This design comes from an exercise in tuning for small area, a short achievable clock period and few clock cycles on the open sky130 flow, not from production work.
The RTL was checked by simulation tests, not by an equivalence proof against the original design.
Power figures rest on the tool's default switching activity, not on a simulated workload.

File: flow/design.v
package ap_cam_pkg;
  typedef enum logic [1:0] {
    COL_A = 2'd0,
    COL_B = 2'd1,
    COL_C = 2'd2
  } column_e;
  typedef struct packed {
    logic                     write;
    column_e                  col;
    logic [4-1:0]  row;
    logic [8-1:0] data;
  } host_req_t;
  typedef struct packed {
    logic                     en;
    logic [4-1:0]  row;
    logic [8-1:0] data;
  } host_wr_t;
  typedef struct packed {
    logic [9-1:0] key;
    logic [9-1:0] mask;
  } search_t;
  typedef struct packed {
    logic                    en;
    logic [9-1:0] data;
    logic [9-1:0] mask;
  } par_wr_t;
endpackage
package ap_op_pkg;
  typedef enum logic [2:0] {
    OP_OR  = 3'd0,
    OP_XOR = 3'd1,
    OP_AND = 3'd2,
    OP_NOT = 3'd3,
    OP_ADD = 3'd4
  } op_e;
  typedef struct packed {
    logic       key_a;
    logic       key_b;
    logic       val_c;
    logic [1:0] unused;
  } pass_logic_t;
  typedef struct packed {
    logic key_a;
    logic key_b;
    logic key_carry;
    logic val_sum;
    logic val_carry;
  } pass_arith_t;
  typedef union packed {
    pass_logic_t lgc;
    pass_arith_t arith;
  } pass_entry_u;
endpackage
`timescale 1ns/1ps
module cam_column
#(
  parameter int WIDTH = 8
) (
  input  logic                              clock,
  input  logic                              rst,
  input  ap_cam_pkg::host_wr_t              host_wr,
  input  logic [4-1:0]           read_row,
  output logic [WIDTH-1:0]                  read_data,
  input  ap_cam_pkg::search_t               search,
  output logic [16-1:0]               tags,
  input  ap_cam_pkg::par_wr_t               par_wr,
  input  logic [16-1:0]               par_rows
);
  logic [WIDTH-1:0] mem [16];
  logic [WIDTH-1:0] key;
  logic [WIDTH-1:0] mask;
  logic [WIDTH-1:0] wr_data;
  logic [WIDTH-1:0] wr_mask;
  assign key     = search.key[WIDTH-1:0];
  assign mask    = search.mask[WIDTH-1:0];
  assign wr_data = par_wr.data[WIDTH-1:0];
  assign wr_mask = par_wr.mask[WIDTH-1:0];
  always_comb begin
    for (int r = 0; r < 16; r++) begin
      tags[r] = ((mem[r] ^ key) & mask) == '0;
    end
  end
  assign read_data = mem[read_row];
  always_ff @(posedge clock) begin
    if (!rst) begin
      if (par_wr.en) begin
        for (int r = 0; r < 16; r++) begin
          if (par_rows[r]) begin
            mem[r] <= (mem[r] & ~wr_mask) | (wr_data & wr_mask);
          end
        end
      end
      if (host_wr.en) begin
        mem[host_wr.row] <= WIDTH'(host_wr.data);
      end
    end
  end
endmodule
`timescale 1ns/1ps
module pass_sequencer
(
  input  logic                              clock,
  input  logic                              rst,
  input  ap_op_pkg::op_e                    op,
  input  logic                              op_valid,
  output logic                              op_ready,
  output logic                              op_done,
  input  logic                              req_valid,
  output logic                              busy,
  output ap_cam_pkg::search_t               search_a,
  output ap_cam_pkg::search_t               search_b,
  output ap_cam_pkg::search_t               search_c,
  input  logic [16-1:0]               tags_a,
  input  logic [16-1:0]               tags_b,
  input  logic [16-1:0]               tags_c,
  output ap_cam_pkg::par_wr_t               par_wr,
  output logic [16-1:0]               par_rows
);
  typedef enum logic [2:0] {
    IDLE,
    CLEAR,
    COMPARE,
    WRITE,
    DONE
  } state_e;
  localparam logic [9-1:0] carry_sel = 9'(1) << 8;
  state_e      state;
  ap_op_pkg::op_e         op_q;
  logic [2:0]  bit_cnt;
  logic [2:0]  pass_cnt;
  logic [2:0]  pass_count;
  ap_op_pkg::pass_entry_u entry;
  logic        is_add;
  logic        last_pass;
  logic        last_bit;
  logic [9-1:0] bit_sel;
  logic key_a;
  logic key_b;
  logic key_carry;
  logic val_bit;
  logic val_carry;
  assign op_ready = (state == IDLE) && !req_valid;
  assign op_done  = (state == DONE);
  assign busy     = (state != IDLE);
  always_comb begin
    entry      = '0;
    pass_count = 3'd4;
    entry.lgc.key_a = pass_cnt[1];
    entry.lgc.key_b = pass_cnt[0];
    case (op_q)
      ap_op_pkg::OP_OR:  entry.lgc.val_c = pass_cnt[1] | pass_cnt[0];
      ap_op_pkg::OP_XOR: entry.lgc.val_c = pass_cnt[1] ^ pass_cnt[0];
      ap_op_pkg::OP_AND: entry.lgc.val_c = pass_cnt[1] & pass_cnt[0];
      ap_op_pkg::OP_NOT: entry.lgc.val_c = ~pass_cnt[1];
      ap_op_pkg::OP_ADD: begin
        pass_count = 3'd5;
        case (pass_cnt)
          3'd0:    entry.arith = {1'b1, 1'b1, 1'b1, 1'b1, 1'b1};
          3'd1:    entry.arith = {1'b0, 1'b0, 1'b1, 1'b1, 1'b0};
          3'd2:    entry.arith = {1'b1, 1'b1, 1'b0, 1'b0, 1'b1};
          3'd3:    entry.arith = {1'b0, 1'b1, 1'b0, 1'b1, 1'b0};
          default: entry.arith = {1'b1, 1'b0, 1'b0, 1'b1, 1'b0};
        endcase
      end
      default: entry = '0;
    endcase
  end
  assign is_add    = (op_q == ap_op_pkg::OP_ADD);
  assign last_pass = (pass_cnt == pass_count - 3'd1);
  assign last_bit  = (bit_cnt == 3'(8 - 1));
  assign bit_sel   = 9'(1) << bit_cnt;
  assign key_a     = entry.arith.key_a;
  assign key_b     = entry.arith.key_b;
  assign key_carry = is_add & entry.arith.key_carry;
  assign val_bit   = is_add ? entry.arith.val_sum : entry.lgc.val_c;
  assign val_carry = is_add & entry.arith.val_carry;
  always_ff @(posedge clock) begin
    if (rst) begin
      state    <= IDLE;
      op_q     <= ap_op_pkg::OP_OR;
      bit_cnt  <= '0;
      pass_cnt <= '0;
    end else begin
      case (state)
        IDLE: begin
          if (op_valid && op_ready) begin
            op_q     <= op;
            bit_cnt  <= '0;
            pass_cnt <= '0;
            state    <= CLEAR;
          end
        end
        CLEAR:   state <= COMPARE;
        COMPARE: state <= WRITE;
        WRITE: begin
          if (last_pass) begin
            pass_cnt <= '0;
            if (last_bit) begin
              state <= DONE;
            end else begin
              bit_cnt <= bit_cnt + 3'd1;
              state   <= COMPARE;
            end
          end else begin
            pass_cnt <= pass_cnt + 3'd1;
            state    <= COMPARE;
          end
        end
        default: state <= IDLE;
      endcase
    end
  end
  always_ff @(posedge clock) begin
    if (state == COMPARE) begin
      search_a.key  <= {9{key_a}} & bit_sel;
      search_a.mask <= bit_sel;
      search_b.key  <= {9{key_b}} & bit_sel;
      search_b.mask <= bit_sel;
      search_c.key  <= {9{key_carry}} & carry_sel;
      search_c.mask <= is_add ? (bit_sel | carry_sel) : bit_sel;
    end
  end
  always_comb begin
    par_wr   = '0;
    par_rows = tags_a & tags_b & tags_c;
    if (state == CLEAR) begin
      par_wr.en   = 1'b1;
      par_wr.mask = '1;
      par_rows    = '1;
    end else if (state == WRITE) begin
      par_wr.en   = 1'b1;
      par_wr.data = ({9{val_bit}} & bit_sel)
                  | ({9{val_carry}} & carry_sel);
      par_wr.mask = is_add ? (bit_sel | carry_sel) : bit_sel;
    end
  end
endmodule
`timescale 1ns/1ps
module host_port
(
  input  logic                              clock,
  input  logic                              rst,
  input  ap_cam_pkg::host_req_t             req,
  input  logic                              req_valid,
  output logic                              req_ready,
  input  logic                              busy,
  output ap_cam_pkg::host_wr_t              wr_a,
  output ap_cam_pkg::host_wr_t              wr_b,
  output ap_cam_pkg::host_wr_t              wr_c,
  output logic [4-1:0]           read_row,
  input  logic [8-1:0]          data_a,
  input  logic [8-1:0]          data_b,
  input  logic [9-1:0]           data_c,
  output logic [9-1:0]           rsp_data,
  output logic                              rsp_valid
);
  logic accept;
  logic wr_accept;
  assign req_ready = !busy;
  assign accept    = req_valid && req_ready;
  assign wr_accept = accept && req.write;
  assign read_row  = req.row;
  always_comb begin
    wr_a.en   = wr_accept && (req.col == ap_cam_pkg::COL_A);
    wr_a.row  = req.row;
    wr_a.data = req.data;
    wr_b.en   = wr_accept && (req.col == ap_cam_pkg::COL_B);
    wr_b.row  = req.row;
    wr_b.data = req.data;
    wr_c.en   = wr_accept && (req.col == ap_cam_pkg::COL_C);
    wr_c.row  = req.row;
    wr_c.data = req.data;
  end
  always_ff @(posedge clock) begin
    if (rst) begin
      rsp_valid <= 1'b0;
    end else begin
      rsp_valid <= accept && !req.write;
    end
  end
  always_ff @(posedge clock) begin
    case (req.col)
      ap_cam_pkg::COL_A:   rsp_data <= {1'b0, data_a};
      ap_cam_pkg::COL_B:   rsp_data <= {1'b0, data_b};
      default: rsp_data <= data_c;
    endcase
  end
endmodule
`timescale 1ns/1ps
module ap_top
(
  input  logic                     clock,
  input  logic                     rst,
  input  logic                     req_write,
  input  logic [1:0]               req_col,
  input  logic [4-1:0]  req_row,
  input  logic [8-1:0] req_data,
  input  logic                     req_valid,
  output logic                     req_ready,
  output logic [9-1:0]  rsp_data,
  output logic                     rsp_valid,
  input  logic [2:0]               op,
  input  logic                     op_valid,
  output logic                     op_ready,
  output logic                     op_done
);
  ap_cam_pkg::host_req_t     req;
  assign req.write = req_write;
  assign req.col   = ap_cam_pkg::column_e'(req_col);
  assign req.row   = req_row;
  assign req.data  = req_data;
  logic                     busy;
  ap_cam_pkg::host_wr_t      wr_a;
  ap_cam_pkg::host_wr_t      wr_b;
  ap_cam_pkg::host_wr_t      wr_c;
  logic [4-1:0]   read_row;
  logic [8-1:0]  data_a;
  logic [8-1:0]  data_b;
  logic [9-1:0]   data_c;
  ap_cam_pkg::search_t       search_a;
  ap_cam_pkg::search_t       search_b;
  ap_cam_pkg::search_t       search_c;
  logic [16-1:0]       tags_a;
  logic [16-1:0]       tags_b;
  logic [16-1:0]       tags_c;
  ap_cam_pkg::par_wr_t       par_wr;
  logic [16-1:0]       par_rows;
  cam_column #(.WIDTH(8)) col_a (
    .clock     (clock),
    .rst       (rst),
    .host_wr   (wr_a),
    .read_row  (read_row),
    .read_data (data_a),
    .search    (search_a),
    .tags      (tags_a),
    .par_wr    ('0),
    .par_rows  ('0)
  );
  cam_column #(.WIDTH(8)) col_b (
    .clock     (clock),
    .rst       (rst),
    .host_wr   (wr_b),
    .read_row  (read_row),
    .read_data (data_b),
    .search    (search_b),
    .tags      (tags_b),
    .par_wr    ('0),
    .par_rows  ('0)
  );
  cam_column #(.WIDTH(9)) col_c (
    .clock     (clock),
    .rst       (rst),
    .host_wr   (wr_c),
    .read_row  (read_row),
    .read_data (data_c),
    .search    (search_c),
    .tags      (tags_c),
    .par_wr    (par_wr),
    .par_rows  (par_rows)
  );
  pass_sequencer u_seq (
    .clock     (clock),
    .rst       (rst),
    .op        (ap_op_pkg::op_e'(op)),
    .op_valid  (op_valid),
    .op_ready  (op_ready),
    .op_done   (op_done),
    .req_valid (req_valid),
    .busy      (busy),
    .search_a  (search_a),
    .search_b  (search_b),
    .search_c  (search_c),
    .tags_a    (tags_a),
    .tags_b    (tags_b),
    .tags_c    (tags_c),
    .par_wr    (par_wr),
    .par_rows  (par_rows)
  );
  host_port u_host (
    .clock     (clock),
    .rst       (rst),
    .req       (req),
    .req_valid (req_valid),
    .req_ready (req_ready),
    .busy      (busy),
    .wr_a      (wr_a),
    .wr_b      (wr_b),
    .wr_c      (wr_c),
    .read_row  (read_row),
    .data_a    (data_a),
    .data_b    (data_b),
    .data_c    (data_c),
    .rsp_data  (rsp_data),
    .rsp_valid (rsp_valid)
  );
endmodule
File: flow/constraint.sdc
create_clock -name core_clock -period 5.0 [get_ports {clock}]
set_input_delay 1.0000 -clock core_clock [delete_from_list [all_inputs] [get_ports {clock}]]
set_output_delay 1.0000 -clock core_clock [all_outputs]
set_load 0.01 [all_outputs]
File: flow/run.sh
#!/bin/bash
# synth_recipe.tcl (not shown) runs the flow's synth.tcl, then flattens the netlist and writes it again
# the make line also repeats each setting of config.mk as NAME=value (left out here)
make -C /OpenROAD-flow-scripts/flow DESIGN_CONFIG=/design/flow/config.mk WORK_HOME=/design/flow/orfs CLKGATE_MAP_FILE= SYNTH_SCRIPT=/design/flow/synth_recipe.tcl finish
File: flow/config.mk
export PLATFORM = sky130hd
export DESIGN_NAME = ap_top
export DESIGN_NICKNAME = ap_top
export VERILOG_FILES = /design/flow/design.v
export SDC_FILE = /design/flow/constraint.sdc
export NUM_CORES = 4
export LEC_CHECK = 0
export CAP_MARGIN = 20
export CORE_MARGIN = 2
export CORE_UTILIZATION = 40
export SLEW_MARGIN = 20
==> notes.md <==
* Status: finished clean
* Layout net count at slightly above 2000
* Routed wl met3 at ~11000 um
* Clk buf depth at 3
* Worst Setup SP: req_col[0]
* GRT Resource Usage Total at ~28%
* Synth unique cells at just over 60
* PortBufs at 34
* Via/cell ratio at approximately 6.5
* WL/cell at 30.8 um
* Final setup fails at 0
* Yosys warns at 4
* Die Span Y at ~250 um
* H-tree depth reported by CTS at 2
* Largest net degree at the start of global routing at 64
* Top Metal Used: met5
* Post-synth EDFFs at just over 400
* Net Sw Frac at between 20 and 25%
* Total CTS buffers at 50
* Hold Startpoint: u_seq.op_q[2]$_SDFFE_PP0P_
* Startpoint types: input port
* Slew Limit Headroom at 15.3%
* Pleak at ~9.3 nW
* GPL Wtd Cong at roughly 0.94
* Pins Over Slew Limit at 0
* DP Area at about 0.026 mm^2
* Detailed Route Iter0 Violations at roughly 2700
* Avg Cell Area, Syn at roughly 12 um^2
* Antenna Violating Nets Remaining at 0
* Antenna violations before repair at 5
* Worst setup EP type: flop
* Clock share of power at approximately 44%
* Residual DRC at 0
* Cts repair resizes at 0
* Peak VDD IR at around 0.32 mV
* Worst-path clk slew at 60 ps
* Setup TNS at 0 ps
* Post-synthesis cell area at between 0.02 and 0.025 mm^2
* Core ar. at 0.0605 mm^2
* Net Sw Power at approximately 2.3 mW
* CP Class: input port to flop
* Die X-Extent at 251 um
* Worst-Skew Late Latency at around 630 ps
* Post-synthesis compound-gate area fraction at around 13%
* Cells after Synth at around 2000
* Hold_buf cts at 0
* Crit Path Max Fanout at 10
* Mux contribution to synthesized area at between 10% and 20%
* Post-DP HPWL at 59500 um
* Fill cells at 5322
* Crit path DAT at approximately 3900 ps
* # rows at 90
* Critical Path RT at 5250 ps
* Post-Route M1 WL at 34600 um
* Area Overhead vs Synth at 13.0%
* Layout cells sized above 1 at 16.2%
* Post-route cell area at 0.0277 mm^2
* Largest family of logic cells by synthesized area: compound AO/OA/AOI/OAI gates
* Worst hold path class: flop to flop
* Aggregate global routing overflow at 0
* Post-synthesis adder-cell area fraction at less than 1%
* Global-route wire length before repair at ~130000 um
* Power share of the combinational group at 9.5%
* # IOs at 35
* Ratio of final minimum period to clock period at 73.0%
* Simple-gate portion of the synthesized area at about a tenth
* Initial Util at approximately 40%
* Max Fclk at roughly 270 MHz
* First-pass iteration count of the detailed router at 8
* Flops & latches, synth at 448
* Post-CTS setup buffer count at 0
* WL final at around 88000 um
* Ys async rst share at 0%
* P_int at 6.87 mW
* Fin crit period at around 3600 ps
* TritonCTS clock tree: yes
* R2r startpoint: u_seq.search_b[3]$_DFFE_PP_
* RSZ-0062 raised after global routing: no
* ANT cells at 0
* CTS root buffer: clkbuf_16
* Clock Skew at between 20 and 25 ps
* DR vias at 18605
* XOR/XNOR share of the synthesized area at 9.73%
* Max-cap viol count at 0
* Prevailing post-synth register cell: edfxtp_1
* Final Hold Fails at 0
* Pwr/cell area at 330 mW/mm^2
* Post-synthesis sequential area ratio at between 50% and 60%
* CTS sink count at 448
* Post-Syn Nets at 2060
* Worst-margin pin slew at approximately 1300 ps
* Part of the power in registers at about 46%
* Vias in the first global route at roughly 18000
* WL met2 at about 39000 um
* Die area at 0.0632 mm^2
## critical path: stages
cell and delay [ps]:
clkdlybuf4s50_1 620, or4_2 1110, nor3_4 480, nor2_1 70, a21oi_1 590
## cells by family (layout without fill, tap and decap cells)
| kind of cell | after synthesis | after routing |
|---|---|---|
| AO/OA/AOI/OAI | 553 | 553 |
| AND/OR/NAND/NOR | 451 | 451 |
| flip-flops | 448 | 448 |
| XOR/XNOR | 272 | 272 |
| buffers and inverters | 182 | 241 |
| multiplexers | 110 | 110 |
| adder cells (fa/ha/maj) | 11 | 11 |
## final cells by class
class / instances / area (um^2) / area share (%)
Sequential cell: 448 / 13100 / 47.3
Multi-Input combinational cell: 1397 / 10800 / 38.9
Clock buffer: 72 / 1400 / 5.07
Timing Repair Buffer: 128 / 1000 / 3.61
Tap cell: 782 / 978 / 3.54
Clock inverter: 22 / 387 / 1.40
Inverter: 19 / 71.3 / 0.258
## state kept, by name (all words and copies together), names as in the netlist, named ones only
register / count
u_seq.search_a: 8
u_seq.state: 3
u_host.rsp_data: 9
col_b.mem: 128
u_seq.search_c: 2
u_seq.op_q: 3
u_seq.bit_cnt: 3
col_c.mem: 128
col_a.mem: 128
u_seq.search_b: 16
u_seq.pass_cnt: 3
u_host.rsp_valid: 1
## through the flow
stage / power, mW / instances / setup WS (ps) / util (%) / hold slack (ps)
final: 9.14 / 2868 / 1350 / 45.8 / 489
after global routing: 9.35 / 2868 / 1240 / 45.8 / 512
after CTS: 9.14 / 2868 / 1390 / 45.7 / 490
after detailed placement: 5.15 / 2774 / 730 / 42.8 / 482
after global placement: 5.14 / 2774 / 812 / 42.8 / 464
after floorplan: 4.76 / 2027 / 1640 / - / 448
## layer usage
metal | vias up | GRT usage (%)
li1 | 7731 | -
met1 | 9226 | 37.9
met5 | - | 0
met3 | 294 | 6.68
met2 | 1346 | 42.5
met4 | 8 | 11.6
## placed cells by master (no fill, tap or decap), types with 15 or more instances in the layout
master / n
xor2_1: 250
nand2_1: 184
a22oi_1: 26
nor3_1: 27
clkdlybuf4s50_1: 23
nor2_1: 62
buf_4: 95
nand4_1: 36
a21oi_1: 126
a221oi_1: 24
a22o_1: 43
nand3_1: 16
clkbuf_1: 15
o21ai_0: 114
o22ai_1: 33
xnor2_1: 22
dfxtp_1: 38
or4_1: 15
mux4_2: 110
clkbuf_16: 50
o21ai_1: 133
edfxtp_1: 410
a21o_1: 20
## cells in the mapped netlist, types with 20 or more instances
cell type	count	area, um^2
dfxtp_1	38	761
nor2_1	63	236
o22ai_1	33	206
a221oi_1	24	210
o21ai_0	114	571
nand4_1	36	225
a21oi_1	127	636
buf_1	26	97.6
mux4_2	110	2480
buf_2	28	140
edfxtp_1	410	12300
nor3_1	28	140
nand2_1	184	691
a22oi_1	26	195
a22o_1	43	377
clkbuf_1	104	390
xor2_1	250	2190
xnor2_1	22	193
a21o_1	20	150
o21ai_1	133	666
## power groups by stage
stage | clock network (mW) | registers [mW] | logic (mW)
2_1_floorplan | 0 | 4.24 | 0.513
3_3_place_gp | 0 | 4.31 | 0.831
3_5_place_dp | 0 | 4.31 | 0.836
4_1_cts | 4.06 | 4.23 | 0.839
5_1_grt | 4.22 | 4.24 | 0.897
6_report | 4.04 | 4.24 | 0.865
## path summary, 6_finish.rpt
check	end	slack (ps)	cells after the start
worst max register to register	col_c.mem[11][3]$_DFFE_PP_	1470	6
worst min register to register	u_seq.op_q[2]$_SDFFE_PP0P_	490	2
worst min-delay path	u_seq.op_q[2]$_SDFFE_PP0P_	490	2
worst max-delay path	col_c.mem[11][3]$_DFFE_PP_	1350	5
Testbench counts, summed over its fixed seeds: cycles 15,800.

static timing again, ports no longer ideal:
No port has a modelled driver above. Below, the same layout with a new extraction and two added sets of constraints. Step 1: set_driving_cell puts a clkbuf_16 on clock and a buf_2 on each other input, an assumption about the parent block. Step 2 adds t to the input delays and takes it off the output delays; t is the mean of the earliest and latest rising clock arrival at the registers after step 1. Input paths then give back, and output paths get back, about the clock's delay inside the block. a / b / c = ideal ports / drivers / drivers and shift; a / b = the first two.
t (ns): 0.676
slack for setup (ns): 1.352 / 1.389 / 0.712
hold slack, ns: 0.489 / 0.489 / 0.489
worst setup path after step 2: input to register
slew at the worst register clock pin (ns): 0.07 / 0.07
After both steps this run still meets setup and hold. The setup slack of this run moves by +0.037 ns with the drivers and by -0.640 ns with both steps.
